What follows belongs to an exercise in optimizing a design on an open flow for small area and few clock cycles per item; a production flow would make more cautious choices. Only simulation tests tie the RTL to the original design; equivalence was not proved. The clock port is modelled as an ideal driver; clocking choices that lean on that would not hold on a real chip.

## 07-24
==> flow/design.v (excerpt) <==
module dot_prod_top #(
   parameter int sample_w = dot_pkg::sample_w,
   parameter int prod_w   = dot_pkg::prod_w,
   parameter int sum_w    = dot_pkg::sum_w,
   parameter int out_w    = dot_pkg::out_w,
   parameter int dot_len  = dot_pkg::dot_len
) (
   input  logic                       clk,
   input  logic                       rst_n_i,
   input  logic                       req_i,
   input  logic signed [sample_w-1:0] xi_i,
   input  logic signed [sample_w-1:0] xq_i,
   input  logic signed [sample_w-1:0] yi_i,
   input  logic signed [sample_w-1:0] yq_i,
   input  logic                       res_ack_i,
   output logic                       ack_o,
   output logic                       res_req_o,
   output logic signed [out_w-1:0]    res_i_o,
   output logic signed [out_w-1:0]    res_q_o
);
export LEC_CHECK = 0
export CAP_MARGIN = 20
export CORE_MARGIN = 2
export CORE_UTILIZATION = 70
export PLACE_DENSITY = 0.85
export SLEW_MARGIN = 20
create_clock -name core_clock -period 8.0 [get_ports {clk}]
standard.sh (not shown) runs the stock make flow with config.mk's settings and CLKGATE_MAP_FILE= SYNTH_SCRIPT=/design/flow/synth_recipe.tcl, a recipe that flattens the netlist after the stock synthesis.
==> flow/flow/run.sh <==
#!/bin/bash
# Layout flow: the standard flow (standard.sh) with three changes that
# only affect cell choice, not the design or its constraints:
#  - ABC maps the synthesized logic with an area-oriented script
#    (flow/abc_area_nf.script) instead of the speed script; synthesis is
#    otherwise synth_recipe.tcl unchanged (same passes, flatten, renames);
#  - the port buffers that ORFS inserts are sky130_fd_sc_hd__buf_1;
#  - clock_tree_synthesis gets the arguments in flow/cts_args (small clock
#    buffers, no dummy loads); after CTS, flow/fix_clock_leaves.tcl turns
#    leaf clock buffers whose flip-flops would see a high slew into
#    clkbuf_8 (log: fix_clock_leaves.log).
# make's output goes to standard.log here; each tool's full log is under
# orfs/logs.
set -euo pipefail
here=$(pwd)
{
  printf 'proc abc {args} {\n'
  printf '  set i [lsearch -exact $args -script]\n'
  printf '  if {$i >= 0} { lset args [expr {$i + 1}] %s/flow/abc_area_nf.script }\n' "$here"
  printf '  yosys abc {*}$args\n'
  printf '}\n'
  cat synth_recipe.tcl
} > my_synth.tcl
sed "s#SYNTH_SCRIPT=[^ ]*#SYNTH_SCRIPT=$here/my_synth.tcl#" standard.sh > my_standard.sh
grep -q "SYNTH_SCRIPT=$here/my_synth.tcl" my_standard.sh
# optional extra arguments for yosys synth (flow/synth_args), e.g. -noabc
# to leave the fine-grained logic to extract_fa and the final ABC run.
if [[ -s flow/synth_args ]]; then export SYNTH_ARGS="$(cat flow/synth_args)"; fi
export BUFFER_PORTS_ARGS="-buffer_cell sky130_fd_sc_hd__buf_1"
export CTS_ARGS="$(cat flow/cts_args)"
bash my_standard.sh cts > standard_cts.log 2>&1
RES_DIR=$here/orfs/results/sky130hd/dot_prod_top/base \
  openroad -no_init -exit flow/fix_clock_leaves.tcl > fix_clock_leaves.log 2>&1
bash my_standard.sh > standard.log 2>&1
Other scripts of this flow, unchanged in this note and not shown: flow/flow/abc_area_nf.script, flow/flow/cts_args, flow/flow/fix_clock_leaves.tcl, flow/flow/synth_args
Testbench counts of 07-24, summed over its fixed seeds: cycles 9,612, results 320.
--- input diff 07-24..01-27 ---
-- flow/design.v --
<<< 07-24, line 419
   assign sum[8] = t_s127 ^ t_c126 ^ t_c164;
   assign t_c165 = (t_s127 & t_c126) | (t_s127 & t_c164) | (t_c126 & t_c164);
   assign sum[9] = t_s129 ^ t_c128 ^ t_c165;
   assign t_c166 = (t_s129 & t_c128) | (t_s129 & t_c165) | (t_c128 & t_c165);
   assign co[0] = t_c166;
   assign sum[10] = t_s131 ^ t_c130;
   assign t_c167 = t_s131 & t_c130;
   assign sum[11] = t_s133 ^ t_c132 ^ t_c167;
   assign t_c168 = (t_s133 & t_c132) | (t_s133 & t_c167) | (t_c132 & t_c167);
>>> 01-27, line 419
   assign sum[8] = t_s127 ^ t_c126 ^ t_c164;
   assign t_c165 = (t_s127 & t_c126) | (t_s127 & t_c164) | (t_c126 & t_c164);
   assign co[0] = t_c165;
   assign sum[9] = t_s129 ^ t_c128;
   assign t_c166 = t_s129 & t_c128;
   assign sum[10] = t_s131 ^ t_c130 ^ t_c166;
   assign t_c167 = (t_s131 & t_c130) | (t_s131 & t_c166) | (t_c130 & t_c166);
   assign sum[11] = t_s133 ^ t_c132 ^ t_c167;
   assign t_c168 = (t_s133 & t_c132) | (t_s133 & t_c167) | (t_c132 & t_c167);
<<< 07-24, line 438
   assign sum[17] = t_s145 ^ t_c144 ^ t_c173;
   assign t_c174 = (t_s145 & t_c144) | (t_s145 & t_c173) | (t_c144 & t_c173);
   assign sum[18] = t_s147 ^ t_c146 ^ t_c174;
   assign t_c175 = (t_s147 & t_c146) | (t_s147 & t_c174) | (t_c146 & t_c174);
   assign co[1] = t_c175;
   assign sum[19] = t_s149 ^ t_c148;
   assign t_c176 = t_s149 & t_c148;
   assign sum[20] = t_s151 ^ t_c150 ^ t_c176;
   assign t_c177 = (t_s151 & t_c150) | (t_s151 & t_c176) | (t_c150 & t_c176);
>>> 01-27, line 438
   assign sum[17] = t_s145 ^ t_c144 ^ t_c173;
   assign t_c174 = (t_s145 & t_c144) | (t_s145 & t_c173) | (t_c144 & t_c173);
   assign co[1] = t_c174;
   assign sum[18] = t_s147 ^ t_c146;
   assign t_c175 = t_s147 & t_c146;
   assign sum[19] = t_s149 ^ t_c148 ^ t_c175;
   assign t_c176 = (t_s149 & t_c148) | (t_s149 & t_c175) | (t_c148 & t_c175);
   assign sum[20] = t_s151 ^ t_c150 ^ t_c176;
   assign t_c177 = (t_s151 & t_c150) | (t_s151 & t_c176) | (t_c150 & t_c176);
<<< 07-24, line 465
   output logic [26:0] r
);
   logic u10;
   logic u11;
>>> 01-27, line 465
   output logic [26:0] r
);
   logic u9;
   logic u10;
   logic u11;
<<< 07-24, line 490
   assign r[7] = b[7];
   assign r[8] = b[8];
   assign r[9] = b[9];
   assign r[10] = b[10] ^ c[0];
   assign u10 = b[10] & c[0];
   assign r[11] = b[11] ^ u10;
   assign u11 = b[11] & u10;
>>> 01-27, line 491
   assign r[7] = b[7];
   assign r[8] = b[8];
   assign r[9] = b[9] ^ c[0];
   assign u9 = b[9] & c[0];
   assign r[10] = b[10] ^ u9;
   assign u10 = b[10] & u9;
   assign r[11] = b[11] ^ u10;
   assign u11 = b[11] & u10;
<<< 07-24, line 507
   assign r[17] = b[17] ^ u16;
   assign u17 = b[17] & u16;
   assign r[18] = b[18] ^ u17;
   assign u18 = b[18] & u17;
   assign r[19] = b[19] ^ u18 ^ c[1];
   assign u19 = (b[19] & u18) | (b[19] & c[1]) | (u18 & c[1]);
   assign r[20] = b[20] ^ u19;
   assign u20 = b[20] & u19;
>>> 01-27, line 509
   assign r[17] = b[17] ^ u16;
   assign u17 = b[17] & u16;
   assign r[18] = b[18] ^ u17 ^ c[1];
   assign u18 = (b[18] & u17) | (b[18] & c[1]) | (u17 & c[1]);
   assign r[19] = b[19] ^ u18;
   assign u19 = b[19] & u18;
   assign r[20] = b[20] ^ u19;
   assign u20 = b[20] & u19;
Results
Every stage of the flow completed for 07-24, and the final layout passed the timing, design-rule and antenna checks. Per the final summary, 01-27 finished and its layout is clean on timing, DRC and antenna. Taking 07-24 as the reference point, the non-filler instance count after layout of 01-27 rises by about 0.9%. As far as post-CTS setup-driven buffer insertion count goes, 07-24 and 01-27 are indistinguishable; the numbers are identical. The worst hold slack of 01-27 was inferior to that of 07-24.
Testbench counts of 01-27, summed over its fixed seeds: cycles 9,612, results 320.

-- re-timing with driven ports --
No port has a modelled driver above. Below, the same layouts with a new extraction and two added sets of constraints. Step 1: set_driving_cell puts a clkbuf_16 on clk and a buf_2 on each other input, an assumption about the parent block. Step 2 also shifts input and output timing later by t, the mid clock arrival at the registers, as if the neighbouring blocks saw the same clock. Slacks: no drivers / after step 1 / after step 2; pairs: no drivers / after step 1.
run	t, ns	slack for setup (ns)	worst setup path after step 2	latest minus earliest clock arrival (ns)	pins driven straight from the clock port
07-24	0.571	0.472 / 0.472 / 0.472	register to register	0.029 / 0.030	1
01-27	0.578	0.373 / 0.373 / 0.373	register to register	0.041 / 0.041	1
After both steps setup and hold are still met in every run listed.
